This is an optimization exercise on Yosys and OpenROAD, whose aim is a short achievable clock period and few clock cycles, not a production implementation.
Function was checked by simulation only, so behaviour that the tests miss may differ from the original.
Power figures rest on the tool's default switching activity, not on a simulated workload.

## flow/run.sh

```bash
#!/bin/bash
# Standard synthesis and layout. Only the resizer's targets change: the setup
# repair aims past the clock so repair_timing keeps working on the paths after
# they meet it, and it may resize a cell into any footprint.
set -euo pipefail
bash standard.sh synth > synth.log 2>&1
bash standard.sh SETUP_SLACK_MARGIN=7.0 MATCH_CELL_FOOTPRINT=0 finish > layout.log 2>&1
```

## standard.sh

```bash
#!/bin/bash
# synth_recipe.tcl (not shown) runs the flow's synth.tcl, then flattens the netlist and writes it again
# the make line also repeats each setting of config.mk as NAME=value (left out here)
make -C /OpenROAD-flow-scripts/flow DESIGN_CONFIG=/design/flow/config.mk WORK_HOME=/design/flow/orfs CLKGATE_MAP_FILE= SYNTH_SCRIPT=/design/flow/synth_recipe.tcl "${@:-finish}"
```

## design.v

```verilog
`default_nettype none
package avr_isa_pkg;
	localparam int NUM_REGS = 32;
	localparam int SREG_C = 0;
	localparam int SREG_Z = 1;
	localparam int SREG_N = 2;
	localparam int SREG_V = 3;
	localparam int SREG_S = 4;
	localparam int SREG_H = 5;
	typedef logic [15:0] opcode_t;
	typedef logic [4:0] reg_sel_t;
	typedef logic [7:0] byte_t;
	typedef logic [7:0] sreg_t;
	typedef logic [1:0] step_t;
	typedef logic signed [11:0] pc_off_t;
	typedef enum logic [3:0] {
		ALU_MOVE, ALU_MOVR, ALU_ADD, ALU_SUB, ALU_AND, ALU_OR,
		ALU_EOR, ALU_NEG, ALU_SWAP, ALU_LSR, ALU_ASR, ALU_ROR
	} alu_op_e;
	typedef enum logic [1:0] {
		PC_NEXT, PC_HOLD, PC_REL
	} pc_act_e;
	typedef struct packed {
		alu_op_e alu_op;
		reg_sel_t dest;
		logic store;
		logic use_carry;
		logic use_const;
		byte_t const_val;
		logic from_mem;
	} ex_ctrl_t;
	typedef struct packed {
		reg_sel_t sel_a;
		reg_sel_t sel_b;
		ex_ctrl_t ex;
		pc_act_e pc_act;
		pc_off_t pc_off;
		step_t next_step;
		logic mem_wen;
		logic mem_ren;
	} dec_t;
endpackage
`default_nettype wire
`default_nettype none
package avr_mem_pkg;
	typedef logic [15:0] addr_t;
	typedef struct packed {
		addr_t addr;
		logic wen;
		logic ren;
		logic [7:0] wdata;
	} dmem_req_t;
endpackage
`default_nettype wire
`default_nettype none
module avr_alu (
	input wire logic [7:0] a,
	input wire logic [7:0] b,
	input wire logic [7:0] bx,
	input wire logic sub,
	input wire logic cy,
	input wire logic [2:0] rsel,
	input wire logic [1:0] fcls,
	input wire logic [1:0] tsel,
	input wire logic [7:0] sreg,
	output logic [7:0] res,
	output logic [7:0] sreg_n
);
	localparam logic [2:0] R_ADD = 3'd0;
	localparam logic [2:0] R_AND = 3'd1;
	localparam logic [2:0] R_OR = 3'd2;
	localparam logic [2:0] R_EOR = 3'd3;
	localparam logic [2:0] R_PASS = 3'd4;
	localparam logic [2:0] R_SWAP = 3'd5;
	localparam logic [1:0] F_ARITH = 2'd1;
	localparam logic [1:0] F_LOGIC = 2'd2;
	localparam logic [1:0] F_SHIFT = 2'd3;
	logic cin;
	logic [7:0] g;
	logic [7:0] p;
	logic [7:0] gg;
	logic [7:0] pp;
	logic [8:0] c;
	logic [7:0] sum;
	logic [7:0] lr;
	logic [7:0] sr;
	logic top;
	logic [7:0] zk;
	logic z_ar;
	logic z_lg;
	logic z_sh;
	logic v_ar;
	always_comb begin
		cin = sub ^ (cy & sreg[0]);
		g = a & bx;
		p = a ^ bx;
		gg = g;
		gg[0] = g[0] | (p[0] & cin);
		pp = p;
		for (int d = 1; d < 8; d = d * 2) begin
			for (int i = 7; i >= d; i--) begin
				gg[i] = gg[i] | (pp[i] & gg[i - d]);
				pp[i] = pp[i] & pp[i - d];
			end
		end
		c = {gg, cin};
		sum = p ^ c[7:0];
		case (tsel)
		2'd1: top = a[7];
		2'd2: top = sreg[0];
		default: top = 1'b0;
		endcase
		sr = {top, a[7:1]};
		case (rsel)
		R_AND: lr = a & b;
		R_OR: lr = a | b;
		default: lr = a ^ b;
		endcase
		case (rsel)
		R_ADD: res = sum;
		R_AND, R_OR, R_EOR: res = lr;
		R_PASS: res = b;
		R_SWAP: res = {a[3:0], a[7:4]};
		default: res = sr;
		endcase
		zk = p ^ {a[6:0] | bx[6:0], cin};
		z_ar = (zk == 8'd0);
		case (rsel)
		R_AND: z_lg = ((a & b) == 8'd0);
		R_OR: z_lg = ((a | b) == 8'd0);
		default: z_lg = (a == b);
		endcase
		z_sh = (sr == 8'd0);
		v_ar = c[8] ^ c[7];
		sreg_n = sreg;
		case (fcls)
		F_ARITH: begin
			sreg_n[0] = c[8] ^ sub;
			sreg_n[1] = z_ar & (~(cy & sub) | sreg[1]);
			sreg_n[2] = sum[7];
			sreg_n[3] = v_ar;
			sreg_n[4] = p[7] ^ c[8];
			sreg_n[5] = c[4] ^ sub;
		end
		F_LOGIC: begin
			sreg_n[1] = z_lg;
			sreg_n[2] = lr[7];
			sreg_n[3] = 1'b0;
			sreg_n[4] = lr[7];
		end
		F_SHIFT: begin
			sreg_n[0] = a[0];
			sreg_n[1] = z_sh;
			sreg_n[2] = top;
			sreg_n[3] = top ^ a[0];
			sreg_n[4] = a[0];
		end
		default: ;
		endcase
		sreg_n[7:6] = 2'b00;
	end
endmodule
`default_nettype wire
`default_nettype none
module avr_target (
	input wire logic [15:0] w,
	input wire logic [15:0] fa1,
	input wire logic [15:12] frp,
	input wire logic [15:12] frm,
	input wire logic [15:7] fbp,
	input wire logic [15:7] fbm,
	output logic [15:0] target,
	output logic [15:0] t_rj
);
	logic [12:0] lo_rj;
	logic [7:0] lo_br;
	logic [15:0] t_br;
	always_comb begin
		lo_rj = {1'b0, fa1[11:0]} + {1'b0, w[11:0]};
		case ({lo_rj[12], w[11]})
		2'b01: t_rj = {frm, lo_rj[11:0]};
		2'b10: t_rj = {frp, lo_rj[11:0]};
		default: t_rj = {fa1[15:12], lo_rj[11:0]};
		endcase
		lo_br = {1'b0, fa1[6:0]} + {1'b0, w[9:3]};
		case ({lo_br[7], w[9]})
		2'b01: t_br = {fbm, lo_br[6:0]};
		2'b10: t_br = {fbp, lo_br[6:0]};
		default: t_br = {fa1[15:7], lo_br[6:0]};
		endcase
		target = t_br;
	end
endmodule
module avr_sequencer (
	input wire logic [7:0] sreg_c,
	input wire logic [7:0] bsel1,
	input wire logic [7:0] bsel0,
	output logic cond,
	input wire logic tk1,
	input wire logic tk0,
	input wire logic [15:0] target,
	input wire logic [15:0] pc_c1,
	input wire logic [15:0] pc_c0,
	input wire logic fv_c1,
	input wire logic fv_c0,
	output logic [15:0] pc_d,
	output logic fv_d
);
	logic tk;
	assign cond = |(bsel1 & sreg_c) | |(bsel0 & ~sreg_c);
	assign tk = cond ? tk1 : tk0;
	assign pc_d = tk ? target : (cond ? pc_c1 : pc_c0);
	assign fv_d = cond ? fv_c1 : fv_c0;
endmodule
`default_nettype wire
`default_nettype none
module avr_execute (
	input wire logic [7:0] opa_q,
	input wire logic [7:0] opb_q,
	input wire logic [7:0] opbn_q,
	input wire logic [7:0] res_q,
	input wire logic [7:0] res_qn,
	input wire logic fa_res,
	input wire logic fb_res,
	input wire logic [3:0] bxs,
	input wire logic [7:0] data_read,
	input wire logic la,
	input wire logic lb,
	input wire logic sub,
	input wire logic cy,
	input wire logic [2:0] rsel,
	input wire logic [1:0] fcls,
	input wire logic [1:0] tsel,
	input wire logic [7:0] sreg_q,
	output logic [7:0] res,
	output logic [7:0] res1,
	output logic [7:0] sreg_n,
	output logic [7:0] sreg_c
);
	logic [7:0] a1;
	logic [7:0] b1;
	logic [7:0] bx1;
	logic [7:0] a2;
	logic [7:0] b2;
	logic [7:0] bx2;
	assign a1 = fa_res ? res_q : opa_q;
	assign b1 = fb_res ? res_q : opb_q;
	assign bx1 = ({8{bxs[0]}} & res_q) | ({8{bxs[1]}} & res_qn)
		| ({8{bxs[2]}} & opb_q) | ({8{bxs[3]}} & opbn_q);
	assign a2 = la ? data_read : a1;
	assign b2 = lb ? data_read : b1;
	assign bx2 = lb ? (sub ? ~data_read : data_read) : bx1;
	avr_alu u_alu_c (
		.a(a1),
		.b(b1),
		.bx(bx1),
		.sub(sub),
		.cy(cy),
		.rsel(rsel),
		.fcls(fcls),
		.tsel(tsel),
		.sreg(sreg_q),
		.res(res1),
		.sreg_n(sreg_c)
	);
	avr_alu u_alu (
		.a(a2),
		.b(b2),
		.bx(bx2),
		.sub(sub),
		.cy(cy),
		.rsel(rsel),
		.fcls(fcls),
		.tsel(tsel),
		.sreg(sreg_q),
		.res(res),
		.sreg_n(sreg_n)
	);
endmodule
`default_nettype wire
`default_nettype none
module avr_cpu (
	input wire logic clk,
	input wire logic reset,
	input wire avr_isa_pkg::opcode_t cdata,
	input wire avr_isa_pkg::byte_t data_read,
	output avr_mem_pkg::addr_t pc_next,
	output avr_mem_pkg::dmem_req_t dmem
);
	localparam logic [2:0] R_ADD = 3'd0;
	localparam logic [2:0] R_AND = 3'd1;
	localparam logic [2:0] R_OR = 3'd2;
	localparam logic [2:0] R_EOR = 3'd3;
	localparam logic [2:0] R_PASS = 3'd4;
	localparam logic [2:0] R_SWAP = 3'd5;
	localparam logic [2:0] R_SHR = 3'd6;
	localparam logic [1:0] F_NONE = 2'd0;
	localparam logic [1:0] F_ARITH = 2'd1;
	localparam logic [1:0] F_LOGIC = 2'd2;
	localparam logic [1:0] F_SHIFT = 2'd3;
	localparam int BT_N = 4;
	localparam int BT_W = 2;
	function automatic logic [16:0] padd(input logic [15:0] a, input logic [15:0] b, input logic ci);
		logic [15:0] g;
		logic [15:0] p;
		logic [15:0] gg;
		logic [15:0] pp;
		logic [15:0] c;
		g = a & b;
		p = a ^ b;
		gg = g;
		gg[0] = g[0] | (p[0] & ci);
		pp = p;
		for (int d = 1; d < 16; d = d * 2) begin
			for (int i = 15; i >= d; i--) begin
				gg[i] = gg[i] | (pp[i] & gg[i - d]);
				pp[i] = pp[i] & pp[i - d];
			end
		end
		c = {gg[14:0], ci};
		padd = {gg[15], p ^ c};
	endfunction
	logic [15:0] pc_q;
	logic [15:0] fa_q;       
	logic [15:0] fa1_q;      
	logic fv_q;              
	logic pred_q;            
	logic [BT_W-1:0] pidx_q;
	logic [15:12] frp_q;
	logic [15:12] frm_q;
	logic [15:7] fbp_q;
	logic [15:7] fbm_q;
	logic [15:0] pc_inc;
	logic [16:0] padd_pc;
	logic [16:0] padd_frp;
	logic [16:0] padd_frm;
	logic [16:0] padd_fbp;
	logic [16:0] padd_fbm;
	assign padd_pc = padd(pc_q, 16'd0, 1'b1);
	assign pc_inc = padd_pc[15:0];
	assign padd_frp = padd({12'd0, pc_inc[15:12]}, 16'd0, 1'b1);
	assign padd_frm = padd({12'd0, pc_inc[15:12]}, 16'h000f, 1'b0);
	assign padd_fbp = padd({7'd0, pc_inc[15:7]}, 16'd0, 1'b1);
	assign padd_fbm = padd({7'd0, pc_inc[15:7]}, 16'h01ff, 1'b0);
	logic sec_q;             
	logic sec_st_q;
	logic [4:0] sec_reg_q;
	logic [7:0] sdat_q;      
	logic fs_res_q;
	logic [7:0] regs [32];
	logic [7:0] sreg_q;
	logic e_v_q;
	logic e_we_q;
	logic [4:0] e_dest_q;
	logic [2:0] e_rsel_q;
	logic [1:0] e_fcls_q;
	logic e_sub_q;
	logic e_cy_q;
	logic [1:0] e_top_q;     
	logic [7:0] opa_q;
	logic [7:0] opb_q;
	logic [7:0] opbn_q;      
	logic [7:0] res_qn;      
	logic [3:0] bxs_q;       
	logic [7:0] res_q;
	logic fa_res_q;
	logic fb_res_q;
	logic e_la_q;
	logic e_lb_q;
	logic ld1_v_q;
	logic [4:0] ld1_reg_q;
	logic ld2_v_q;
	logic [4:0] ld2_reg_q;
	logic [15:0] da_q;
	logic dw_q;
	logic dr_q;
	logic [7:0] dd_q;
	assign dmem.addr = da_q;
	assign dmem.wen = dw_q;
	assign dmem.ren = dr_q;
	assign dmem.wdata = dd_q;
	logic [15:0] w;
	assign w = cdata;
	logic [4:0] sel_a;
	logic [4:0] sel_b;
	logic [7:0] k8;
	assign k8 = {w[11:8], w[3:0]};
	logic i_rr;       
	logic i_imm;      
	logic i_one;      
	logic i_mem;      
	logic i_rjmp;
	logic i_br;
	logic d_alu;      
	logic d_we;
	logic [2:0] d_rsel;
	logic [1:0] d_fcls;
	logic d_sub;
	logic d_cy;
	logic [1:0] d_top;
	logic d_rda;      
	logic d_rdb;      
	logic [1:0] d_bsrc;  
	logic d_azero;
	logic [7:0] d_const;
	logic [4:0] d_dest;
	always_comb begin
		i_rr = (w[15:12] == 4'b0000 && w[11:10] != 2'b00) || (w[15:12] == 4'b0001) || (w[15:12] == 4'b0010);
		i_imm = (w[15:12] == 4'b0011) || (w[15:14] == 2'b01) || (w[15:12] == 4'b1110);
		i_one = (w[15:9] == 7'b1001010) && (w[3] == 1'b0 ? w[2:0] != 3'b100 : w[2:0] == 3'b010);
		i_mem = (w[15:10] == 6'b100100) && (w[3:0] == 4'b0000);
		i_rjmp = (w[15:12] == 4'b1100) && (w[11:0] != 12'd0);
		i_br = (w[15:11] == 5'b11110) && (w[9:3] != 7'd0);
		sel_a = i_imm ? {1'b1, w[7:4]} : w[8:4];
		sel_b = {w[9], w[3:0]};
		d_dest = sel_a;
		d_alu = 1'b0;
		d_we = 1'b0;
		d_rsel = R_ADD;
		d_fcls = F_NONE;
		d_sub = 1'b0;
		d_cy = 1'b0;
		d_top = 2'd0;
		d_rda = 1'b0;
		d_rdb = 1'b0;
		d_bsrc = 2'd0;
		d_azero = 1'b0;
		d_const = k8;
		if (i_rr) begin
			d_alu = 1'b1;
			d_rda = 1'b1;
			d_rdb = 1'b1;
			d_we = 1'b1;
			case (w[13:10])
			4'b0001: begin d_fcls = F_ARITH; d_sub = 1'b1; d_cy = 1'b1; d_we = 1'b0; end  
			4'b0010: begin d_fcls = F_ARITH; d_sub = 1'b1; d_cy = 1'b1; end  
			4'b0011: begin d_fcls = F_ARITH; end  
			4'b0101: begin d_fcls = F_ARITH; d_sub = 1'b1; d_we = 1'b0; end  
			4'b0110: begin d_fcls = F_ARITH; d_sub = 1'b1; end  
			4'b0111: begin d_fcls = F_ARITH; d_cy = 1'b1; end  
			4'b1000: begin d_fcls = F_LOGIC; d_rsel = R_AND; end
			4'b1001: begin d_fcls = F_LOGIC; d_rsel = R_EOR; end
			4'b1010: begin d_fcls = F_LOGIC; d_rsel = R_OR; end
			4'b1011: begin d_rsel = R_PASS; d_rda = 1'b0; end  
			default: begin d_alu = 1'b0; d_we = 1'b0; d_rda = 1'b0; d_rdb = 1'b0; end  
			endcase
		end else if (i_imm) begin
			d_alu = 1'b1;
			d_rda = 1'b1;
			d_we = 1'b1;
			d_bsrc = 2'd1;
			case (w[15:12])
			4'h3: begin d_fcls = F_ARITH; d_sub = 1'b1; d_we = 1'b0; end  
			4'h4: begin d_fcls = F_ARITH; d_sub = 1'b1; d_cy = 1'b1; end  
			4'h5: begin d_fcls = F_ARITH; d_sub = 1'b1; end  
			4'h6: begin d_fcls = F_LOGIC; d_rsel = R_OR; end  
			4'h7: begin d_fcls = F_LOGIC; d_rsel = R_AND; end  
			default: begin d_rsel = R_PASS; d_rda = 1'b0; end  
			endcase
		end else if (i_one) begin
			d_alu = 1'b1;
			d_rda = 1'b1;
			d_we = 1'b1;
			d_bsrc = 2'd1;
			case (w[3:0])
			4'h0: begin d_fcls = F_LOGIC; d_rsel = R_EOR; d_const = 8'hff; end  
			4'h1: begin d_fcls = F_ARITH; d_sub = 1'b1; d_bsrc = 2'd2; d_azero = 1'b1; end  
			4'h2: begin d_rsel = R_SWAP; end
			4'h3: begin d_fcls = F_ARITH; d_const = 8'd1; end  
			4'h5: begin d_fcls = F_SHIFT; d_rsel = R_SHR; d_top = 2'd1; end  
			4'h6: begin d_fcls = F_SHIFT; d_rsel = R_SHR; end  
			4'h7: begin d_fcls = F_SHIFT; d_rsel = R_SHR; d_top = 2'd2; end  
			default: begin d_fcls = F_ARITH; d_sub = 1'b1; d_const = 8'd1; end  
			endcase
		end
	end
	logic def_q;
	logic [7:0] def_b1_q;
	logic [7:0] def_b0_q;
	logic def_pred_q;
	logic [BT_W-1:0] def_idx_q;
	logic [15:0] def_fa_q;
	logic [15:0] def_fa1_q;
	logic [15:0] def_tgt_q;
	logic def_cond;
	logic mis;
	assign def_cond = |(def_b1_q & sreg_q) | |(def_b0_q & ~sreg_q);
	assign mis = def_q & (def_cond != def_pred_q);
	logic d_go;
	assign d_go = fv_q & ~sec_q & ~mis;
	logic a_hi;
	logic [7:0] rf_alo;
	logic [7:0] rf_ahi;
	logic [7:0] rd_a;
	logic [7:0] rd_b;
	logic [7:0] rd_s;
	logic [7:0] ld_wd;
	logic e_wr;
	logic fra;
	logic fla;
	logic frb;
	logic flb;
	logic lma;
	logic lmb;
	assign ld_wd = data_read;
	assign e_wr = e_v_q & e_we_q;
	assign a_hi = i_imm | w[8];
	assign rf_alo = regs[{1'b0, w[7:4]}];
	assign rf_ahi = regs[{1'b1, w[7:4]}];
	always_comb begin
		fla = ld2_v_q & (ld2_reg_q == sel_a);
		flb = ld2_v_q & (ld2_reg_q == sel_b);
		if (wl_q && wl_dest_q == sel_a) rd_a = res_q;
		else if (fla) rd_a = ld_wd;
		else rd_a = a_hi ? rf_ahi : rf_alo;
		if (wl_q && wl_dest_q == sel_b) rd_b = res_q;
		else if (flb) rd_b = ld_wd;
		else rd_b = regs[sel_b];
		fra = e_wr & (e_dest_q == sel_a);
		frb = e_wr & (e_dest_q == sel_b);
		lma = ld1_v_q & (ld1_reg_q == sel_a);
		lmb = ld1_v_q & (ld1_reg_q == sel_b);
		if (ld2_v_q && ld2_reg_q == sec_reg_q) rd_s = ld_wd;
		else if (fs_res_q) rd_s = res_q;
		else rd_s = sdat_q;
	end
	logic bx_res;
	logic bx_op;
	always_comb begin
		case (d_bsrc)
		2'd0: bx_res = frb;
		2'd1: bx_res = 1'b0;
		default: bx_res = fra;
		endcase
		bx_op = ~bx_res;
	end
	logic [7:0] res;
	logic [7:0] res1;
	logic [7:0] sreg_n;
	logic e_late;
	logic wl_q;
	logic [4:0] wl_dest_q;
	assign e_late = e_la_q | e_lb_q;
	logic [7:0] bsel1;
	logic [7:0] bsel0;
	logic cond;
	logic [7:0] sreg_c;
	always_comb begin
		for (int k = 0; k < 8; k++) begin
			bsel1[k] = (w[2:0] == 3'(k)) & ~w[10];
			bsel0[k] = (w[2:0] == 3'(k)) & w[10];
		end
	end
	avr_execute u_execute (
		.opa_q(opa_q),
		.opb_q(opb_q),
		.opbn_q(opbn_q),
		.res_q(res_q),
		.res_qn(res_qn),
		.bxs(bxs_q),
		.fa_res(fa_res_q),
		.fb_res(fb_res_q),
		.data_read(data_read),
		.la(e_la_q),
		.lb(e_lb_q),
		.sub(e_sub_q),
		.cy(e_cy_q),
		.rsel(e_rsel_q),
		.fcls(e_fcls_q),
		.tsel(e_top_q),
		.sreg_q(sreg_q),
		.res(res),
		.res1(res1),
		.sreg_n(sreg_n),
		.sreg_c(sreg_c)
	);
	logic [15:0] target;     
	logic [15:0] t_rj;       
	logic [15:0] rj_tgt_q;
	logic rj_pend_q;
	avr_target u_target (
		.w(w),
		.fa1(fa1_q),
		.frp(frp_q),
		.frm(frm_q),
		.fbp(fbp_q),
		.fbm(fbm_q),
		.target(target),
		.t_rj(t_rj)
	);
	logic [BT_N-1:0] bt_v_q;
	logic [15:0] bt_tag_q [BT_N];
	logic [15:0] bt_tgt_q [BT_N];
	logic [1:0] bt_ctr_q [BT_N];
	logic [BT_W-1:0] bt_rr_q;
	logic bt_hit;
	logic [BT_W-1:0] bt_idx;
	logic [15:0] bt_tgt;
	logic bu_br_q;
	logic bu_bad_q;
	logic bu_tk_q;
	logic bu_pred_q;
	logic [BT_W-1:0] bu_idx_q;
	logic [15:0] bu_tag_q;
	logic [15:0] bu_tgt_q;
	logic bu_rj_q;
	always_comb begin
		bt_hit = 1'b0;
		bt_idx = '0;
		bt_tgt = '0;
		for (int i = 0; i < BT_N; i++) begin
			if (bt_v_q[i] && bt_tag_q[i] == pc_q) begin
				bt_hit = 1'b1;
				bt_idx = i[BT_W-1:0];
				bt_tgt = bt_tgt_q[i];
			end
		end
	end
	logic br_w;       
	logic rj_w;       
	logic dfr;        
	logic redir_e;
	logic [15:0] nxt_n;
	logic [15:0] pc_c1;
	logic [15:0] pc_c0;
	logic fv_c1;
	logic fv_c0;
	logic tk1;
	logic tk0;
	logic taken;
	logic [15:0] pc_d;
	logic fv_d;
	always_comb begin
		br_w = d_go & i_br;
		rj_w = d_go & i_rjmp;
		dfr = br_w & (e_la_q | e_lb_q);
		redir_e = fv_q & ~mis & (rj_w != pred_q);
		nxt_n = bt_hit ? bt_tgt : pc_inc;
		if (reset) begin
			tk1 = 1'b0;
			tk0 = 1'b0;
			pc_c1 = 16'd0;
			pc_c0 = 16'd0;
			fv_c1 = 1'b0;
			fv_c0 = 1'b0;
		end else if (rj_pend_q) begin
			tk1 = 1'b0;
			tk0 = 1'b0;
			pc_c1 = rj_tgt_q;
			pc_c0 = rj_tgt_q;
			fv_c1 = 1'b0;
			fv_c0 = 1'b0;
		end else if (mis) begin
			tk1 = 1'b0;
			tk0 = 1'b0;
			pc_c1 = def_cond ? def_tgt_q : def_fa1_q;
			pc_c0 = pc_c1;
			fv_c1 = 1'b0;
			fv_c0 = 1'b0;
		end else if (br_w && !dfr) begin
			tk1 = ~pred_q;
			pc_c1 = nxt_n;
			fv_c1 = pred_q;
			tk0 = 1'b0;
			pc_c0 = pred_q ? fa1_q : nxt_n;
			fv_c0 = ~pred_q;
		end else if (dfr) begin
			tk1 = 1'b0;
			tk0 = 1'b0;
			pc_c1 = nxt_n;
			pc_c0 = nxt_n;
			fv_c1 = 1'b1;
			fv_c0 = 1'b1;
		end else begin
			tk1 = 1'b0;
			tk0 = 1'b0;
			pc_c1 = redir_e ? fa1_q : nxt_n;
			pc_c0 = pc_c1;
			fv_c1 = ~redir_e;
			fv_c0 = fv_c1;
		end
		taken = rj_w | (br_w & cond);
	end
	avr_sequencer u_nextpc (
		.sreg_c(sreg_c),
		.bsel1(bsel1),
		.bsel0(bsel0),
		.cond(cond),
		.tk1(tk1),
		.tk0(tk0),
		.target(target),
		.pc_c1(pc_c1),
		.pc_c0(pc_c0),
		.fv_c1(fv_c1),
		.fv_c0(fv_c0),
		.pc_d(pc_d),
		.fv_d(fv_d)
	);
	assign pc_next = pc_d;
	always_ff @(posedge clk) begin
		fa_q <= pc_q;
		fa1_q <= pc_inc;
		frp_q <= padd_frp[3:0];
		frm_q <= padd_frm[3:0];
		fbp_q <= padd_fbp[8:0];
		fbm_q <= padd_fbm[8:0];
		pc_q <= pc_d;
		fv_q <= fv_d;
		res_q <= res;
		res_qn <= ~res;
		wl_dest_q <= e_dest_q;
		rj_tgt_q <= t_rj;
		bu_rj_q <= i_rjmp & ~def_q;
		pidx_q <= bt_idx;
		bu_tag_q <= def_q ? def_fa_q : fa_q;
		bu_tgt_q <= def_q ? def_tgt_q : target;
		bu_tk_q <= def_q ? def_cond : taken;
		bu_pred_q <= def_q ? def_pred_q : pred_q;
		bu_idx_q <= def_q ? def_idx_q : pidx_q;
		def_b1_q <= bsel1;
		def_b0_q <= bsel0;
		def_pred_q <= pred_q;
		def_idx_q <= pidx_q;
		def_fa_q <= fa_q;
		def_fa1_q <= fa1_q;
		def_tgt_q <= target;
		if (reset) begin
			pred_q <= 1'b0;
			rj_pend_q <= 1'b0;
			sec_q <= 1'b0;
			def_q <= 1'b0;
			e_v_q <= 1'b0;
			e_fcls_q <= F_NONE;
			e_la_q <= 1'b0;
			e_lb_q <= 1'b0;
			ld1_v_q <= 1'b0;
			ld2_v_q <= 1'b0;
			dw_q <= 1'b0;
			dr_q <= 1'b0;
			sreg_q <= '0;
			bt_v_q <= '0;
			bt_rr_q <= '0;
			bu_br_q <= 1'b0;
			bu_bad_q <= 1'b0;
			wl_q <= 1'b0;
		end else begin
			wl_q <= e_wr & e_late;
			sreg_q <= sreg_n;
			ld2_v_q <= ld1_v_q;
			ld2_reg_q <= ld1_reg_q;
			ld1_v_q <= 1'b0;
			dw_q <= 1'b0;
			dr_q <= 1'b0;
			pred_q <= bt_hit;
			def_q <= dfr;
			rj_pend_q <= redir_e & rj_w;
			bu_br_q <= def_q | (d_go & (i_br | i_rjmp) & ~dfr);
			bu_bad_q <= ~def_q & fv_q & pred_q & ~mis & ~(d_go & (i_br | i_rjmp));
			if (bu_br_q) begin
				if (bu_tk_q) begin
					if (bu_pred_q) begin
						if (bt_ctr_q[bu_idx_q] != 2'd3) bt_ctr_q[bu_idx_q] <= bt_ctr_q[bu_idx_q] + 2'd1;
					end else begin
						bt_v_q[bt_rr_q] <= 1'b1;
						bt_tag_q[bt_rr_q] <= bu_tag_q;
						bt_tgt_q[bt_rr_q] <= bu_rj_q ? rj_tgt_q : bu_tgt_q;
						bt_ctr_q[bt_rr_q] <= 2'd3;
						bt_rr_q <= bt_rr_q + 1'b1;
					end
				end else if (bu_pred_q) begin
					if (bt_ctr_q[bu_idx_q] == 2'd2) bt_v_q[bu_idx_q] <= 1'b0;
					else bt_ctr_q[bu_idx_q] <= bt_ctr_q[bu_idx_q] - 2'd1;
				end
			end else if (bu_bad_q) begin
				bt_v_q[bu_idx_q] <= 1'b0;
			end
			sec_q <= 1'b0;
			if (fv_q && sec_q) begin
				da_q <= w;
				if (sec_st_q) begin
					dw_q <= 1'b1;
					dd_q <= rd_s;
				end else begin
					dr_q <= 1'b1;
					ld1_v_q <= 1'b1;
					ld1_reg_q <= sec_reg_q;
				end
			end
			if (d_go && i_mem) begin
				sec_q <= 1'b1;
				sec_st_q <= w[9];
				sec_reg_q <= w[8:4];
				sdat_q <= rd_a;
				fs_res_q <= fra;
			end
			e_v_q <= d_go & d_alu;
			e_fcls_q <= (d_go & d_alu) ? d_fcls : F_NONE;
			e_la_q <= d_go & d_alu & d_rda & ~d_azero & lma;
			e_lb_q <= d_go & d_alu & (((d_bsrc == 2'd0) & d_rdb & lmb) | ((d_bsrc == 2'd2) & lma));
		end
		e_we_q <= d_we;
		e_dest_q <= d_dest;
		e_rsel_q <= d_rsel;
		e_sub_q <= d_sub;
		e_cy_q <= d_cy;
		e_top_q <= d_top;
		opa_q <= d_azero ? 8'd0 : rd_a;
		fa_res_q <= ~d_azero & fra;
		bxs_q <= d_sub ? {bx_op, 1'b0, bx_res, 1'b0} : {1'b0, bx_op, 1'b0, bx_res};
		case (d_bsrc)
		2'd0: begin
			opb_q <= rd_b;
			opbn_q <= ~rd_b;
			fb_res_q <= frb;
		end
		2'd1: begin
			opb_q <= d_const;
			opbn_q <= ~d_const;
			fb_res_q <= 1'b0;
		end
		default: begin
			opb_q <= rd_a;
			opbn_q <= ~rd_a;
			fb_res_q <= fra;
		end
		endcase
	end
	always_ff @(posedge clk) begin
		for (int i = 0; i < 32; i++) begin
			if (reset) begin
				regs[i] <= '0;
			end else if (e_wr && !e_late && e_dest_q == 5'(i)) begin
				regs[i] <= res1;
			end else if (wl_q && wl_dest_q == 5'(i)) begin
				regs[i] <= res_q;
			end else if (ld2_v_q && ld2_reg_q == 5'(i)) begin
				regs[i] <= ld_wd;
			end
		end
	end
endmodule
`default_nettype wire
`default_nettype none
module avr_top (
	input wire logic clk,
	input wire logic reset,
	input wire logic [15:0] cdata,
	input wire logic [7:0] data_read,
	output logic [15:0] pc,
	output logic [15:0] dmem_addr,
	output logic dmem_wen,
	output logic dmem_ren,
	output logic [7:0] dmem_wdata
);
	avr_mem_pkg::dmem_req_t dmem;
	avr_mem_pkg::addr_t pc_next;
	avr_cpu u_cpu (
		.clk(clk),
		.reset(reset),
		.cdata(cdata),
		.data_read(data_read),
		.pc_next(pc_next),
		.dmem(dmem)
	);
	always_ff @(posedge clk) begin
		pc <= pc_next;
	end
	assign dmem_addr = dmem.addr;
	assign dmem_wen = dmem.wen;
	assign dmem_ren = dmem.ren;
	assign dmem_wdata = dmem.wdata;
endmodule
`default_nettype wire
```

## config.mk

```make
export PLATFORM = sky130hd
export DESIGN_NAME = avr_top
export DESIGN_NICKNAME = avr_top
export VERILOG_FILES = /design/flow/design.v
export SDC_FILE = /design/flow/constraint.sdc
export NUM_CORES = 4
export LEC_CHECK = 0
export ABC_CLOCK_PERIOD_IN_PS = 2500
export CAP_MARGIN = 30
export CORE_MARGIN = 2
export CORE_UTILIZATION = 40
export SETUP_SLACK_MARGIN = 5
export SLEW_MARGIN = 20
export SYNTH_HIERARCHICAL = 1
```

## constraint.sdc

```tcl
create_clock -name core_clock -period 10.0 [get_ports {clk}]
set_input_delay 2.0000 -clock core_clock [delete_from_list [all_inputs] [get_ports {clk}]]
set_output_delay 2.0000 -clock core_clock [all_outputs]
set_load 0.01 [all_outputs]
```

==> results of run 1 <==
==> worst max-delay path, stage by stage <==
cell      delay (ns)
buf_12          0.10
buf_12          0.13
nor4_4          0.26
buf_4           0.18
nand4_1         0.23
a211oi_2        0.36
nor2_2          0.12
a211oi_4        0.25
buf_12          0.17
buf_12          0.12
a211oi_4        0.04
a211oi_2        0.27
nand2b_1        0.07
a211o_1         0.31
nand2_2         0.06
==> cells in the final DEF, fill, tap and decap left out, types with 28 or more instances in the layout <==
master / count
a21oi_2: 30
a221oi_2: 132
xor2_1: 82
dfxtp_2: 36
a22oi_1: 93
nor2b_1: 35
a21o_1: 63
nor2_2: 28
buf_12: 89
o211ai_1: 39
o21ai_0: 81
or2_2: 64
a21oi_1: 287
or3_1: 35
nand3_1: 287
clkbuf_16: 147
nor2_1: 367
dfxtp_1: 507
mux2i_1: 169
o21ai_1: 58
nand2_1: 368
a22oi_2: 109
xnor2_1: 90
mux2_2: 95
edfxtp_1: 185
buf_4: 348
nor2_4: 45
mux2_4: 37
nand4_1: 64
inv_1: 98
nand2b_1: 67
nor3_1: 56
buf_6: 98
ha_1: 65
==> path summary, 6_finish.rpt <==
path,start,end,slack (ns),cells after the start
setup / recovery,cdata[6],pc[13],5.94,15
hold / removal,u_cpu.fa_q[6],u_cpu.def_fa_q[6],0.35,0
setup reg to reg,u_cpu.res_q[0],pc[11],5.96,18
hold reg to reg,u_cpu.fa_q[6],u_cpu.def_fa_q[6],0.35,0
==> metal layers <==
layer / vias to the layer above / track usage / wire, µm
met5: - / 0.0200 / 1160
met2: 4526 / 0.584 / 102000
met4: 39 / 0.274 / 23000
li1: 19700 / - / -
met1: 24000 / 0.570 / 101000
met3: 1309 / 0.223 / 46200
==> Yosys cell counts (13+ instances only) <==
cell type / n / share of area
mux2i_1: 172 / 0.039
a221oi_1: 171 / 0.034
clkbuf_1: 279 / 0.024
o2111ai_1: 19 / 0.0038
nand2_1: 399 / 0.034
nand2b_1: 82 / 0.012
or2_2: 68 / 0.0096
a211oi_1: 46 / 0.0078
o21ai_1: 16 / 0.0018
mux2_2: 114 / 0.029
dfxtp_1: 560 / 0.25
nor2_2: 13 / 0.0018
nor3_1: 96 / 0.011
a32oi_1: 38 / 0.0075
and2_1: 29 / 0.0041
o221ai_1: 14 / 0.0028
o211ai_1: 39 / 0.0066
edfxtp_1: 185 / 0.13
nand3b_1: 14 / 0.0024
buf_1: 38 / 0.0032
a22oi_1: 202 / 0.034
nand4_1: 64 / 0.0090
ha_1: 102 / 0.029
nor3b_1: 20 / 0.0034
nand3_1: 306 / 0.035
a32o_1: 20 / 0.0045
nor4_1: 39 / 0.0055
inv_1: 126 / 0.011
buf_2: 92 / 0.010
a211o_1: 23 / 0.0046
a21o_1: 65 / 0.011
o2bb2ai_1: 28 / 0.0055
nor2_1: 427 / 0.036
xnor2_1: 100 / 0.020
nor2b_1: 58 / 0.0082
or3_1: 37 / 0.0052
mux2_4: 17 / 0.0058
and3_1: 36 / 0.0051
xor2_1: 92 / 0.018
o31ai_1: 14 / 0.0024
a22o_1: 23 / 0.0046
o22ai_1: 40 / 0.0057
o21ai_0: 153 / 0.017
a21oi_1: 323 / 0.037
a31oi_1: 22 / 0.0031
==> cell type report <==
type	instances	area share
Inverter	129	0.00884
Antenna cell	24	0.000982
Tap cell	1488	0.0305
Sequential cell	745	0.276
Clock buffer	119	0.0414
Multi-Input combinational cell	3779	0.501
Timing Repair Buffer	671	0.132
Clock inverter	41	0.00868
==> per-module statistics from Yosys, one instance, submodules excluded <==
module / flip-flops and latches / cells inside / times used
avr_target: 0 / 170 / 1
avr_cpu: 729 / 4190 / 1
avr_execute: 0 / 82 / 1
avr_alu: 0 / 237 / 2
avr_top: 16 / 16 / 1
avr_sequencer: 0 / 136 / 1
==> power breakdown <==
part	switching, mW	internal, mW	total, mW
combinational	2.27	1.42	3.69
clock	1.42	2.00	3.42
sequential	0.378	3.50	3.88
==> what timing repair did <==
action                      CTS  global route
buffers inserted            282           127
resized for setup          1015           477
gates cloned                 57            22
setup endpoints to repair   486           513
pin swaps                   223           185
==> sequential cells by signal, summed over array words and instances, names as in the netlist, 16 cells and up <==
name / cells
u_cpu.regs: 256
u_cpu.def_fa_q: 16
u_cpu.bu_tag_q: 16
u_cpu.def_tgt_q: 16
pc: 16
u_cpu.def_fa1_q: 16
u_cpu.fa_q: 16
u_cpu.bt_tgt_q: 64
u_cpu.pc_q: 16
u_cpu.bu_tgt_q: 16
u_cpu.bt_tag_q: 64
u_cpu.rj_tgt_q: 16
u_cpu.da_q: 16
u_cpu.fa1_q: 16
==> logic make-up after synthesis <==
| group | after synthesis | share of synthesized area |
|---|---|---|
| fa+ha+maj | 108 | 0.0315 |
| other cells | 3 | 0.000254 |
| xor+xnor | 192 | 0.0380 |
| simple gates | 1768 | 0.200 |
| buf+inv | 556 | 0.0519 |
| flops | 745 | 0.379 |
| compound gates | 1386 | 0.223 |
| mux | 310 | 0.0772 |
==> metrics.csv, run 1 <==
metric,value,unit
final worst path period need,4.06,ns
Hold WC Path Type,reg -> reg,
Clock transition at path regs,0.06,ns
"Remaining Overflow, GRT",0,
status,timing/DRC/antenna clean,
gp weighted congestion,1.10,
setup ws final,5.94,ns
Max VDD drop,0.156,mV
"FFs w/ async S/R, synth",0,
clock buffer depth,3,
IO Pins,68,
power consumption,11.0,mW
vias per cell,7.08,
final setup fails,0,
largest net degree at the start of global routing,89,
cts hold-fix bufs,0,
CTS tree,built,
Ys Warns,11,
filler cell count,9702,
setup TNS,0,ns
die height,337,µm
IO Port Bufs,67,
crit-path max FO,5,
drt first pass iters,13,
startpoint type of the worst setup path,input port,
worst path arrival time,4.70,ns
first-pass GRT wire length,353000,µm
antenna-violating nets left,0,
Worst Clk Skew,0.0561,ns
clock latency (worst-skew pair),0.71,ns
WS Path Type,in -> reg,
H-tree depth,3,
DP Wirelength,157000,µm
Final nets,5546,
"Top FF cell, synth",dfxtp_1,
die area,0.113,mm²
share of cells above drive strength 1,0.354,
Post-Syn Area per Cell,8.73,µm²
Core Area,0.110,mm²
leakage,22.0,nW
CP required,10.65,ns
row cnt,122,
"EDFF count, synth",185,
dpl cells,6318,
Synth Register Bits,745,
CTS Buf Count,86,
post-synthesis sequential area ratio,0.379,
area of the multi-input gates,0.0306,mm²
drt initial violations,8499,
Least-Margin Pin Slew,1.14,ns
worst hold margin,0.348,ns
initial antenna violation count,32,
final hold viol count,0,
utilization after layout,0.555,
DRC,0,
routed len/inst,39.1,µm
Synth Instances,5068,
number of global-route vias before repair,42800,
fmax,246,MHz
global-route usage over all layers,0.445,
FF/Latch Area,0.0169,mm²
post-synthesis cell area,0.0443,mm²
Area Growth Syn to Fin,38.1,%
Max-slew headroom,0.238,
Max Cap Viol,0,
Critical Path Sink Type,register,
final worst path period share,0.406,
fin cells,6996,
Total Wirelength,274000,µm
"worst slack, placed",4.17,ns
PwrDens,180,mW/mm²
Initial Util,0.402,
via count,49500,
Final Cell Area,0.0611,mm²
RSZ-0062 raised after global routing,true,
Final Max Slew Viols,0,
clk sinks,745,
root buf cell,clkbuf_16,
Area after DPL,0.0469,mm²
Netlist cell types,112,
Die Wd,337,µm
Testbench counts, summed over its fixed seeds: cycles 142,365.
==> run 2, diff against run 1 <==
--- a/design.v
+++ b/design.v
@@ -220,7 +220,8 @@
 	input wire logic [7:0] opbn_q,
 	input wire logic [7:0] res_q,
 	input wire logic [7:0] res_qn,
-	input wire logic fa_res,
+	input wire logic [2:0] fas,
+	input wire logic neg,
 	input wire logic fb_res,
 	input wire logic [3:0] bxs,
 	input wire logic [7:0] data_read,
@@ -243,11 +244,11 @@
 	logic [7:0] a2;
 	logic [7:0] b2;
 	logic [7:0] bx2;
-	assign a1 = fa_res ? res_q : opa_q;
+	assign a1 = ({8{fas[0]}} & res_q) | ({8{fas[1]}} & res_qn) | ({8{fas[2]}} & opa_q);
 	assign b1 = fb_res ? res_q : opb_q;
 	assign bx1 = ({8{bxs[0]}} & res_q) | ({8{bxs[1]}} & res_qn)
 		| ({8{bxs[2]}} & opb_q) | ({8{bxs[3]}} & opbn_q);
-	assign a2 = la ? data_read : a1;
+	assign a2 = la ? (neg ? ~data_read : data_read) : a1;
 	assign b2 = lb ? data_read : b1;
 	assign bx2 = lb ? (sub ? ~data_read : data_read) : bx1;
 	avr_alu u_alu_c (
@@ -363,7 +364,8 @@
 	logic [7:0] res_qn;      
 	logic [3:0] bxs_q;       
 	logic [7:0] res_q;
-	logic fa_res_q;
+	logic [2:0] fas_q;       
+	logic e_neg_q;
 	logic fb_res_q;
 	logic e_la_q;
 	logic e_lb_q;
@@ -400,8 +402,8 @@
 	logic [1:0] d_top;
 	logic d_rda;      
 	logic d_rdb;      
-	logic [1:0] d_bsrc;  
-	logic d_azero;
+	logic d_bconst;   
+	logic d_neg;      
 	logic [7:0] d_const;
 	logic [4:0] d_dest;
 	always_comb begin
@@ -423,8 +425,8 @@
 		d_top = 2'd0;
 		d_rda = 1'b0;
 		d_rdb = 1'b0;
-		d_bsrc = 2'd0;
-		d_azero = 1'b0;
+		d_bconst = 1'b0;
+		d_neg = 1'b0;
 		d_const = k8;
 		if (i_rr) begin
 			d_alu = 1'b1;
@@ -448,7 +450,7 @@
 			d_alu = 1'b1;
 			d_rda = 1'b1;
 			d_we = 1'b1;
-			d_bsrc = 2'd1;
+			d_bconst = 1'b1;
 			case (w[15:12])
 			4'h3: begin d_fcls = F_ARITH; d_sub = 1'b1; d_we = 1'b0; end  
 			4'h4: begin d_fcls = F_ARITH; d_sub = 1'b1; d_cy = 1'b1; end  
@@ -461,10 +463,10 @@
 			d_alu = 1'b1;
 			d_rda = 1'b1;
 			d_we = 1'b1;
-			d_bsrc = 2'd1;
+			d_bconst = 1'b1;
 			case (w[3:0])
 			4'h0: begin d_fcls = F_LOGIC; d_rsel = R_EOR; d_const = 8'hff; end  
-			4'h1: begin d_fcls = F_ARITH; d_sub = 1'b1; d_bsrc = 2'd2; d_azero = 1'b1; end  
+			4'h1: begin d_fcls = F_ARITH; d_sub = 1'b1; d_neg = 1'b1; end  
 			4'h2: begin d_rsel = R_SWAP; end
 			4'h3: begin d_fcls = F_ARITH; d_const = 8'd1; end  
 			4'h5: begin d_fcls = F_SHIFT; d_rsel = R_SHR; d_top = 2'd1; end  
@@ -527,12 +529,8 @@
 	logic bx_res;
 	logic bx_op;
 	always_comb begin
-		case (d_bsrc)
-		2'd0: bx_res = frb;
-		2'd1: bx_res = 1'b0;
-		default: bx_res = fra;
-		endcase
-		bx_op = ~bx_res;
+		bx_res = ~d_bconst & frb;
+		bx_op = ~bx_res & ~d_neg;
 	end
 	logic [7:0] res;
 	logic [7:0] res1;
@@ -558,7 +556,8 @@
 		.res_q(res_q),
 		.res_qn(res_qn),
 		.bxs(bxs_q),
-		.fa_res(fa_res_q),
+		.fas(fas_q),
+		.neg(e_neg_q),
 		.fb_res(fb_res_q),
 		.data_read(data_read),
 		.la(e_la_q),
@@ -795,8 +794,8 @@
 			end
 			e_v_q <= d_go & d_alu;
 			e_fcls_q <= (d_go & d_alu) ? d_fcls : F_NONE;
-			e_la_q <= d_go & d_alu & d_rda & ~d_azero & lma;
-			e_lb_q <= d_go & d_alu & (((d_bsrc == 2'd0) & d_rdb & lmb) | ((d_bsrc == 2'd2) & lma));
+			e_la_q <= d_go & d_alu & d_rda & lma;
+			e_lb_q <= d_go & d_alu & ~d_bconst & d_rdb & lmb;
 		end
 		e_we_q <= d_we;
 		e_dest_q <= d_dest;
@@ -804,26 +803,19 @@
 		e_sub_q <= d_sub;
 		e_cy_q <= d_cy;
 		e_top_q <= d_top;
-		opa_q <= d_azero ? 8'd0 : rd_a;
-		fa_res_q <= ~d_azero & fra;
+		opa_q <= d_neg ? ~rd_a : rd_a;
+		fas_q <= {~fra, fra & d_neg, fra & ~d_neg};
+		e_neg_q <= d_neg;
 		bxs_q <= d_sub ? {bx_op, 1'b0, bx_res, 1'b0} : {1'b0, bx_op, 1'b0, bx_res};
-		case (d_bsrc)
-		2'd0: begin
-			opb_q <= rd_b;
-			opbn_q <= ~rd_b;
-			fb_res_q <= frb;
-		end
-		2'd1: begin
+		if (d_bconst) begin
 			opb_q <= d_const;
 			opbn_q <= ~d_const;
 			fb_res_q <= 1'b0;
+		end else begin
+			opb_q <= rd_b;
+			opbn_q <= ~rd_b;
+			fb_res_q <= frb;
 		end
-		default: begin
-			opb_q <= rd_a;
-			opbn_q <= ~rd_a;
-			fb_res_q <= fra;
-		end
-		endcase
 	end
 	always_ff @(posedge clk) begin
 		for (int i = 0; i < 32; i++) begin
==> flow/run.sh (replaced) <==
#!/bin/bash
# Standard synthesis and layout; only the setup repair target is raised, so
# repair_timing keeps working on the paths after they meet the clock.
set -euo pipefail
bash standard.sh synth > synth.log 2>&1
bash standard.sh SETUP_SLACK_MARGIN=6.5 finish > layout.log 2>&1
==> run 2 against run 1 <==
Still clean on timing, DRC and antenna. Final cell count down 8.6%. Sequential power about the same. Sequential share of layout area up 2.7 points. Design area down 9.0%. Total power down 5.6%. First-iteration DRC count down 22%. Core utilization down 2.4 points. Clock skew down 0.0066 ns. Synthesized cell count down 9.1%. Critical path depth down 2. Sequential cell count up 3. Count of clock-buffer cells in the layout down 9. Critical path type unchanged. Largest cell class unchanged. Highest routed layer unchanged.
==> metrics.csv, run 2 <==
metric,value,unit
status,timing/DRC/antenna clean,
Synth area leaders,"dfxtp_1 27%, edfxtp_1 13%, a22oi_1 8.0%, mux2_2 7.9%, nand2_1 4.9%",
"Remaining Overflow, GRT",0,
power consumption,10.4,mW
Hold Path Cell Cnt,0,
Synth top area share,0.268,
reg2reg start,u_cpu.res_q[6],
DRC,0,
H-tree depth,3,
post-synthesis sequential area ratio,0.399,
share of cells above drive strength 1,0.315,
R2R depth,14,
Clock transition at path regs,0.06,ns
Area Growth Syn to Fin,32.1,%
"count leader, synth",dfxtp_1,
"worst slack, placed",4.16,ns
Critical Path Sink Type,register,
Core Area,0.105,mm²
clk sinks,748,
worst path arrival time,4.70,ns
Netlist cell types,111,
Least-Margin Pin Slew,1.11,ns
IO Port Bufs,67,
startpoint type of the worst setup path,input port,
Die Wd,329,µm
Regs by FF count,"u_cpu.regs (256), u_cpu.bt_tag_q (64), u_cpu.bt_tgt_q (64)",
root buf cell,clkbuf_16,
"Top FF cell, synth",dfxtp_1,
Max Cap Viol,0,
Initial Util,0.402,
FF/Latch Area,0.0169,mm²
filler cell count,9319,
via count,42600,
final hold viol count,0,
die height,329,µm
crit path from,cdata[6],
row cnt,119,
Worst Clk Skew,0.0495,ns
die area,0.108,mm²
worst hold margin,0.323,ns
Total Wirelength,231000,µm
largest net degree at the start of global routing,82,
final worst path period need,4.30,ns
clock latency (worst-skew pair),0.72,ns
Max-slew headroom,0.258,
Final nets,5055,
setup TNS,0,ns
Synth top cells by count,"563 x dfxtp_1, 554 x nand2_1, 448 x a22oi_1",
Synth Instances,4606,
first-pass GRT wire length,311000,µm
setup ws final,5.70,ns
IO Pins,68,
"EDFF count, synth",185,
global-route usage over all layers,0.406,
PwrDens,187,mW/mm²
CP required,10.41,ns
Max VDD drop,0.214,mV
cts hold-fix bufs,0,
fmax,233,MHz
leakage,20.0,nW
final setup fails,0,
number of global-route vias before repair,39100,
gp weighted congestion,1.10,
"FFs w/ async S/R, synth",0,
Final Max Slew Viols,0,
area of the multi-input gates,0.0269,mm²
R2R Path End,u_cpu.bu_tk_q,
antenna-violating nets left,0,
CTS tree,built,
crit-path max FO,6,
drt initial violations,6662,
Synth Register Bits,748,
"commonest non-fill, non-tap cell in the layout",dfxtp_1,
routed len/inst,36.1,µm
hold wc startpoint,u_cpu.fa_q[4],
drt first pass iters,11,
RSZ-0062 raised after global routing,true,
Largest Register,u_cpu.regs,
r2r setup slk,5.75,ns
max reg flops,256,
Yosys top cell by area,dfxtp_1,
post-synthesis cell area,0.0421,mm²
WS Path Type,in -> reg,
clock buffer depth,3,
hold endpoint,u_cpu.def_fa_q[4],
Post-Syn Area per Cell,9.15,µm²
final worst path period share,0.430,
DP Wirelength,143000,µm
vias per cell,6.66,
CTS Buf Count,83,
utilization after layout,0.531,
Ys Warns,11,
Hold WC Path Type,reg -> reg,
most frequent cells in the layout,"547 x dfxtp_1, 534 x nand2_1, 317 x a21oi_1",
initial antenna violation count,17,
## run 2: cell types whose count changed after synthesis, sizes merged, moves of 29 or more
cell    change
nand3     -231
a221oi    -131
a21o       -51
or2        -61
or3        -29
a21oi      +30
nand2     +155
mux2i     -111
a211oi     -29
nor2      -171
clkbuf     -97
mux2      +175
a22oi     +246
## run 2: per-stage QoR
stage / instances / area (µm²)
2_1_floorplan: 4612 / 43300
3_3_place_gp: 5871 / 44900
3_5_place_dp: 5877 / 45000
4_1_cts: 6311 / 53800
5_1_grt: 6381 / 55600
6_report: 6392 / 55700
## run 2: power by group
| group | internal, mW | switching [mW] | total, mW |
|---|---|---|---|
| registers | 3.51 | 0.356 | 3.86 |
| clock network | 1.99 | 1.41 | 3.40 |
| logic | 1.24 | 1.89 | 3.12 |
| total | 6.73 | 3.65 | 10.4 |
## run 2: what timing repair did
action                                  CTS  global route
endpoints found under the setup margin  545           499
resized for setup                       652           252
buffers inserted                        243            54
gates cloned                             37            14
pin swaps                               220           225
## run 2: cell type report
cell class,count,area share
diodes,11,0.000495
flip-flops and latches,748,0.303
well taps,1391,0.0313
clock inverters,44,0.0120
repair buffers,539,0.118
clock buffers,110,0.0428
multi-input cells,3404,0.483
inverters,145,0.0102
## run 2: cell families after synthesis
kind of cell	Yosys count	share of synthesized area
XOR/XNOR	207	0.0430
other	3	0.000267
buffers and inverters	464	0.0471
adder cells (fa/ha/maj)	108	0.0331
flip-flops	748	0.399
AND/OR/NAND/NOR	1342	0.154
multiplexers	371	0.0992
AO/OA/AOI/OAI	1363	0.224
## run 2: worst max-delay path by stage
| stage | end | slack, ns | cells past startpoint |
|---|---|---|---|
| 6_report | u_cpu.sdat_q[0] | 5.70 | 13 |
| 5_1_grt | u_cpu.bu_tk_q | 5.66 | 14 |
| 4_1_cts | u_cpu.pc_q[5] | 5.86 | 14 |
| 3_5_place_dp | u_cpu.pc_q[15] | 4.16 | 12 |
| 3_3_place_gp | u_cpu.opa_q[6] | 4.14 | 12 |
| 2_1_floorplan | pc[14] | 5.69 | 11 |
## run 2: per-layer routing
layer,track usage,vias up,part of all wire
met5,0,-,0.00028
met1,0.518,20800,0.38
met2,0.601,3162,0.42
met3,0.116,868,0.12
li1,-,17700,-
met4,0.257,8,0.080
## run 2: per-module statistics from Yosys, one instance, submodules excluded
module	cell area [µm²]	copies in the design	cells inside
avr_cpu	35700	1	3705
avr_alu	1650	2	239
avr_target	1160	1	170
avr_execute	850	1	101
avr_sequencer	821	1	136
avr_top	320	1	16
## run 2: worst max-delay path, cell delays in order
cell       delay, ns
buf_8           0.07
buf_12          0.11
buf_12          0.10
buf_8           0.12
clkbuf_16       0.14
and4b_1         0.21
buf_6           0.16
a222oi_1        0.61
o2111ai_2       0.35
o32a_1          0.37
nor2_1          0.08
a311o_1         0.20
a31oi_2         0.14
Testbench counts of run 2, summed over its fixed seeds: cycles 142,365.
==> run 3, diff against run 2 <==
--- a/design.v
+++ b/design.v
@@ -299,8 +299,8 @@
 	localparam logic [1:0] F_ARITH = 2'd1;
 	localparam logic [1:0] F_LOGIC = 2'd2;
 	localparam logic [1:0] F_SHIFT = 2'd3;
-	localparam int BT_N = 4;
-	localparam int BT_W = 2;
+	localparam int BT_N = 8;
+	localparam int BT_W = 3;
 	function automatic logic [16:0] padd(input logic [15:0] a, input logic [15:0] b, input logic ci);
 		logic [15:0] g;
 		logic [15:0] p;
==> run 3 against run 2 <==
Setup slack improved by 0.13 ns. Core utilization fell by 0.32 points. Critical path type unchanged. Critical endpoint is now u_cpu.pc_q[0]. Still clean. Worst hold slack improved by 0.022 ns.
==> metrics.csv, run 3 <==
metric,value,unit
utilization after layout,0.528,
final hold viol count,0,
cts hold-fix bufs,0,
worst hold margin,0.344,ns
adder-cell share of the synthesized area,0.0290,
post-synthesis sequential area ratio,0.437,
dpl cells,6482,
final worst path period share,0.417,
Synth Instances,5045,
P_int,7.80,mW
row cnt,127,
PwrDens,187,mW/mm²
Seq pwr share,0.386,
area of the multi-input gates,0.0289,mm²
main combinational cell family by area after synthesis,compound AO/OA/AOI/OAI gates,
mux cell area share after synthesis,0.0805,
antenna-violating nets left,0,
Synth Area in XOR/XNOR,0.0519,
Max VDD drop,0.177,mV
CP required,10.69,ns
drt initial violations,7037,
share of cells above drive strength 1,0.295,
DRC,0,
H-tree depth,3,
max reg flops,256,
"Remaining Overflow, GRT",0,
Synth top cells by count,"571 x dfxtp_1, 439 x nand2_1, 377 x nor2_1",
reg2reg start,u_cpu.res_q[0],
"Top FF cell, synth",dfxtp_1,
Final nets,5495,
Hold WC Path Type,reg -> reg,
Max-slew headroom,0.178,
Final Max Slew Viols,0,
"commonest non-fill, non-tap cell in the layout",dfxtp_1,
Critical Path Sink Type,register,
crit path cell chain,buf_16 -> buf_12 -> or4_4 -> nor3_4 -> a2111oi_4 -> a221oi_4 -> a211oi_4 -> buf_6 -> a21oi_4 -> buf_4 -> buf_12 -> o211ai_1 -> a22oi_1 -> nand2b_1 -> a211o_1 -> nand2_1,
drt first pass iters,8,
clk sinks,892,
hold wc startpoint,u_cpu.fa_q[0],
final setup fails,0,
Regs by FF count,"u_cpu.regs (256), u_cpu.bt_tag_q (128), u_cpu.bt_tgt_q (128)",
Synth Area in Simple Gates,0.156,
IO Pins,68,
startpoint type of the worst setup path,input port,
Comb power frac,0.278,
CTS tree,built,
Worst Clk Skew,0.0924,ns
DP Wirelength,150000,µm
Area Growth Syn to Fin,31.1,%
Core Area,0.120,mm²
Yosys top cell by area,dfxtp_1,
Netlist cell types,109,
root buf cell,clkbuf_16,
Clock transition at path regs,0.06,ns
clock buffer depth,3,
WS Path Type,in -> reg,
"delay-heaviest family, CP",compound AO/OA/AOI/OAI gates,
Largest Register,u_cpu.regs,
most frequent cells in the layout,"549 x dfxtp_1, 418 x nand2_1, 338 x buf_4",
crit path from,cdata[7],
cell mode on critical path,buf_12,
WP buf/inv,5,
"count leader, synth",dfxtp_1,
routed len/inst,34.2,µm
Synth area leaders,"dfxtp_1 24%, edfxtp_1 20%, a22oi_1 5.4%, mux2_2 4.1%, mux2i_1 3.4%",
setup TNS,0,ns
initial antenna violation count,19,
"FFs w/ async S/R, synth",0,
Least-Margin Pin Slew,1.23,ns
critical path's largest stage delay,0.57,ns
Clk pwr share,0.336,
global-route usage over all layers,0.370,
Synth top area share,0.237,
first-pass GRT wire length,325000,µm
status,timing/DRC/antenna clean,
FF/Latch Area,0.0211,mm²
RSZ-0062 raised after global routing,true,
Compound-Gate Fraction of Synth Area,0.197,
NetSw,4.03,mW
Initial Util,0.402,
IO Port Bufs,67,
fmax,240,MHz
Total Wirelength,242000,µm
Max Cap Viol,0,
largest net degree at the start of global routing,89,
final worst path period need,4.17,ns
via count,47000,
fin cells,7072,
r2r setup slk,5.86,ns
switching share of power,0.340,
Die Wd,351,µm
vias per cell,6.64,
filler cell count,10600,
"EDFF count, synth",321,
leakage,22.5,nW
Ys Warns,11,
power consumption,11.8,mW
Post-Syn Area per Cell,9.56,µm²
CTS Buf Count,99,
clock latency (worst-skew pair),0.75,ns
die area,0.123,mm²
number of global-route vias before repair,42200,
post-synthesis cell area,0.0482,mm²
worst path arrival time,4.85,ns
Synth Register Bits,892,
crit-path max FO,6,
Slowest cell on crit path,or4_4,
die height,351,µm
gp weighted congestion,1.06,
## run 3: layer usage
layer | vias up | GRT usage | part of all wire
li1 | 19500 | - | -
met1 | 23000 | 0.519 | 0.40
met2 | 3554 | 0.508 | 0.39
met3 | 828 | 0.125 | 0.15
met4 | 18 | 0.167 | 0.056
met5 | - | 0 | 0.0014
## run 3: per-module statistics from Yosys, one instance, submodules excluded
module,cells inside,flip-flops and latches,area (µm²),copies in the design
avr_execute,101,0,850,1
avr_sequencer,136,0,821,1
avr_alu,228,0,1620,2
avr_cpu,4193,876,41900,1
avr_target,143,0,1050,1
avr_top,16,16,320,1
## run 3: power by group through the flow
stage	Combinational, mW	Clock, mW	Sequential, mW
floorplan	1.54	0	4.45
global placement	2.36	0	4.60
detailed placement	2.39	0	4.60
CTS	2.86	3.98	4.54
global route	3.38	4.13	4.59
finish	3.29	3.97	4.56
## run 3: cell families after synthesis
group / after synthesis
XOR/XNOR: 283
multiplexers: 354
adder cells (fa/ha/maj): 108
AO/OA/AOI/OAI: 1312
buffers and inverters: 539
other: 3
AND/OR/NAND/NOR: 1554
flip-flops: 892
## run 3: layout make-up
class,instances,share of cell area
diodes,13,0.000514
clock buffers,152,0.0473
repair buffers,614,0.112
multi-input cells,3620,0.458
well taps,1612,0.0319
inverters,134,0.00849
flip-flops and latches,892,0.334
clock inverters,35,0.00884
## run 3: stage by stage
stage	cell area, µm²	setup slack, ns
floorplan	49800	5.65
global placement	51300	3.98
detailed placement	51600	3.96
CTS	60300	5.97
global route	63200	5.72
finish	63200	5.83
## run 3: worst paths after layout
check | cells after the start | endpoint
max | 16 | u_cpu.pc_q[0]
min | 0 | u_cpu.def_fa_q[0]
max reg2reg | 20 | u_cpu.bu_tk_q
min reg2reg | 0 | u_cpu.def_fa_q[0]
## run 3: what timing repair did
| action | in CTS | in global routing |
|---|---|---|
| setup endpoints to repair | 460 | 357 |
| cloned | 32 | 12 |
| buffers inserted | 234 | 92 |
| resized for setup | 607 | 342 |
| pin swaps | 179 | 206 |
Testbench counts of run 3, summed over its fixed seeds: cycles 142,018.
==> run 4, diff against run 3 <==
--- a/design.v
+++ b/design.v
@@ -244,6 +244,13 @@
 	logic [7:0] a2;
 	logic [7:0] b2;
 	logic [7:0] bx2;
+	logic [7:0] sreg_r_unused;
+	logic top;
+	logic [7:0] sr;
+	logic [7:0] lr;
+	logic [7:0] p;
+	logic [7:0] zk;
+	logic cin;
 	assign a1 = ({8{fas[0]}} & res_q) | ({8{fas[1]}} & res_qn) | ({8{fas[2]}} & opa_q);
 	assign b1 = fb_res ? res_q : opb_q;
 	assign bx1 = ({8{bxs[0]}} & res_q) | ({8{bxs[1]}} & res_qn)
@@ -251,7 +258,7 @@
 	assign a2 = la ? (neg ? ~data_read : data_read) : a1;
 	assign b2 = lb ? data_read : b1;
 	assign bx2 = lb ? (sub ? ~data_read : data_read) : bx1;
-	avr_alu u_alu_c (
+	avr_alu u_alu_r (
 		.a(a1),
 		.b(b1),
 		.bx(bx1),
@@ -262,7 +269,7 @@
 		.tsel(tsel),
 		.sreg(sreg_q),
 		.res(res1),
-		.sreg_n(sreg_c)
+		.sreg_n(sreg_r_unused)
 	);
 	avr_alu u_alu (
 		.a(a2),
@@ -277,6 +284,41 @@
 		.res(res),
 		.sreg_n(sreg_n)
 	);
+	always_comb begin
+		case (tsel)
+		2'd1: top = a1[7];
+		2'd2: top = sreg_q[0];
+		default: top = 1'b0;
+		endcase
+		sr = {top, a1[7:1]};
+		case (rsel)
+		3'd1: lr = a1 & b1;
+		3'd2: lr = a1 | b1;
+		default: lr = a1 ^ b1;
+		endcase
+		cin = sub ^ (cy & sreg_q[0]);
+		p = a1 ^ bx1;
+		zk = p ^ {a1[6:0] | bx1[6:0], cin};
+		sreg_c = sreg_q;
+		case (fcls)
+		2'd1: sreg_c[1] = (zk == 8'd0) & (~(cy & sub) | sreg_q[1]);
+		2'd2: begin
+			sreg_c[1] = (lr == 8'd0);
+			sreg_c[2] = lr[7];
+			sreg_c[3] = 1'b0;
+			sreg_c[4] = lr[7];
+		end
+		2'd3: begin
+			sreg_c[0] = a1[0];
+			sreg_c[1] = (sr == 8'd0);
+			sreg_c[2] = top;
+			sreg_c[3] = top ^ a1[0];
+			sreg_c[4] = a1[0];
+		end
+		default: ;
+		endcase
+		sreg_c[7:6] = 2'b00;
+	end
 endmodule
 `default_nettype wire
 `default_nettype none
@@ -299,8 +341,8 @@
 	localparam logic [1:0] F_ARITH = 2'd1;
 	localparam logic [1:0] F_LOGIC = 2'd2;
 	localparam logic [1:0] F_SHIFT = 2'd3;
-	localparam int BT_N = 8;
-	localparam int BT_W = 3;
+	localparam int BT_N = 4;
+	localparam int BT_W = 2;
 	function automatic logic [16:0] padd(input logic [15:0] a, input logic [15:0] b, input logic ci);
 		logic [15:0] g;
 		logic [15:0] p;
@@ -632,7 +674,8 @@
 	always_comb begin
 		br_w = d_go & i_br;
 		rj_w = d_go & i_rjmp;
-		dfr = br_w & (e_la_q | e_lb_q);
+		dfr = br_w & (e_la_q | e_lb_q
+			| ((e_fcls_q == F_ARITH) & (w[2:0] != 3'd1) & (w[2:1] != 2'b11)));
 		redir_e = fv_q & ~mis & (rj_w != pred_q);
 		nxt_n = bt_hit ? bt_tgt : pc_inc;
 		if (reset) begin
==> flow/run.sh (replaced) <==
#!/bin/bash
# Standard synthesis and layout. Only the resizer's targets change: the setup
# repair aims past the clock so repair_timing keeps working on the paths after
# they meet it, and it may resize a cell into any footprint.
set -euo pipefail
bash standard.sh synth > synth.log 2>&1
bash standard.sh SETUP_SLACK_MARGIN=6.5 MATCH_CELL_FOOTPRINT=0 finish > layout.log 2>&1
==> run 4 against run 3 <==
Critical path type unchanged. First-iteration DRC count down 5.5%. Clock skew down 0.064 ns. Wire length fell by 1.1%. Critical endpoint is now u_cpu.pc_q[6]. Synthesized cell count shrank 5.4%. Largest cell class unchanged. Final cell count fell by 7.7%.
==> metrics.csv, run 4 <==
metric,value,unit
status,timing/DRC/antenna clean,
RSZ-0062 raised after global routing,true,
startpoint type of the worst setup path,input port,
die area,0.111,mm²
vias per cell,6.78,
initial antenna violation count,24,
Seq pwr share,0.373,
worst hold margin,0.345,ns
Post-Syn Area per Cell,9.04,µm²
setup TNS,0,ns
WS Path Type,in -> reg,
Largest Register,u_cpu.regs,
IO Pins,68,
first-pass GRT wire length,321000,µm
clk sinks,748,
IO Port Bufs,67,
via count,44200,
Final Max Slew Viols,0,
Synth Instances,4771,
Clk pwr share,0.313,
drt initial violations,6648,
worst path arrival time,4.89,ns
fmax,235,MHz
cts hold-fix bufs,0,
Critical Path Sink Type,register,
root buf cell,clkbuf_16,
clock latency (worst-skew pair),0.71,ns
Ys Warns,12,
final worst path period share,0.426,
CTS tree,built,
max reg flops,256,
DRC,0,
gp weighted congestion,1.13,
routed len/inst,36.6,µm
R2R depth,11,
clock buffer depth,3,
"Remaining Overflow, GRT",0,
DP Wirelength,148000,µm
PwrDens,182,mW/mm²
Initial Util,0.403,
Regs by FF count,"u_cpu.regs (256), u_cpu.bt_tag_q (64), u_cpu.bt_tgt_q (64)",
met2 Use GR,0.555,
Hold Path Cell Cnt,0,
met3 Use GR,0.161,
most frequent cells in the layout,"544 x dfxtp_1, 453 x nand2_1, 317 x a21oi_1",
"commonest non-fill, non-tap cell in the layout",dfxtp_1,
antenna-violating nets left,0,
final setup fails,0,
P_int,6.63,mW
Max VDD drop,0.182,mV
final worst path period need,4.26,ns
Worst Clk Skew,0.0280,ns
CP required,10.63,ns
Clock transition at path regs,0.06,ns
Comb power frac,0.314,
Total Wirelength,239000,µm
Core Area,0.107,mm²
global-route usage over all layers,0.410,
global route hottest layer,met2,
crit-path max FO,4,
share of cells above drive strength 1,0.323,
power consumption,10.4,mW
Least-Margin Pin Slew,1.29,ns
H-tree depth,3,
Area Growth Syn to Fin,32.0,%
Die Wd,332,µm
switching share of power,0.361,
Final nets,5206,
Hold WC Path Type,reg -> reg,
NetSw,3.75,mW
met1 usage,0.553,
CTS Buf Count,84,
number of global-route vias before repair,40000,
Max-slew headroom,0.137,
drt first pass iters,9,
leakage,20.6,nW
die height,332,µm
post-synthesis cell area,0.0432,mm²
Max Cap Viol,0,
row cnt,120,
largest net degree at the start of global routing,92,
final hold viol count,0,
-- run 4: layout make-up --
cell class                      instances  area, µm²
Tap cell                             1403       1760
Multi-Input combinational cell       3489      28100
Inverter                              156        632
Sequential cell                       748      16900
Clock inverter                         39        497
Timing Repair Buffer                  569       6670
Antenna cell                            5       12.5
Fill cell                            9551      50100
Clock buffer                          119       2430
-- run 4: metrics by stage --
step	setup slack (ns)	instance area (µm²)	instances	utilization
floorplan	5.49	44400	4777	-
global placement	4.09	46000	5996	0.430
detailed placement	4.06	46200	6008	0.431
CTS	5.86	54400	6425	0.508
global route	5.70	56900	6525	0.532
finish	5.74	56900	6528	0.532
-- run 4: path summary, 6_finish.rpt --
path / slack [ns] / to / start
hold reg to reg: 0.35 / u_cpu.def_fa_q[8] / u_cpu.fa_q[8]
hold / removal: 0.35 / u_cpu.def_fa_q[8] / u_cpu.fa_q[8]
setup reg to reg: 5.95 / u_cpu.pc_q[1] / u_cpu.pc_q[1]
setup / recovery: 5.74 / u_cpu.pc_q[6] / cdata[3]
-- run 4: power groups by stage --
| stage | clock, mW | sequential (mW) | combinational, mW |
|---|---|---|---|
| 2_1_floorplan | 0 | 3.71 | 1.52 |
| 3_3_place_gp | 0 | 3.93 | 2.23 |
| 3_5_place_dp | 0 | 3.93 | 2.25 |
| 4_1_cts | 3.27 | 3.86 | 2.86 |
| 5_1_grt | 3.39 | 3.90 | 3.32 |
| 6_report | 3.25 | 3.87 | 3.26 |
-- run 4: critical path: stages --
cell and delay [ns]:
buf_16 0.12, buf_12 0.13, or4_4 0.53, o41a_1 0.48, a32oi_2 0.26, buf_4 0.16, o311ai_4 0.12, buf_4 0.18
buf_6 0.12, o31ai_2 0.16, a32o_1 0.19, nand2b_1 0.06, a211o_1 0.29, nand2_2 0.07
-- run 4: metal layers --
| metal | up-vias | share of wire |
|---|---|---|
| met3 | 814 | 0.15 |
| met1 | 21800 | 0.39 |
| li1 | 18200 | - |
| met5 | - | 0.0011 |
| met4 | 18 | 0.067 |
| met2 | 3411 | 0.39 |
-- run 4: timing repair --
item,in CTS,in global routing
buffers inserted,223,79
gates cloned,36,6
setup endpoints to repair,456,357
pin swaps,167,174
gates resized for setup,626,350
Testbench counts of run 4, summed over its fixed seeds: cycles 142,852.

Setup slack of run 4, layout unchanged: 5.739 ns with ideal ports, 5.640 ns with driving cells assumed (clock clkbuf_16, inputs buf_2), 4.866 ns with port delays also shifted by the 0.774 ns mid clock arrival.
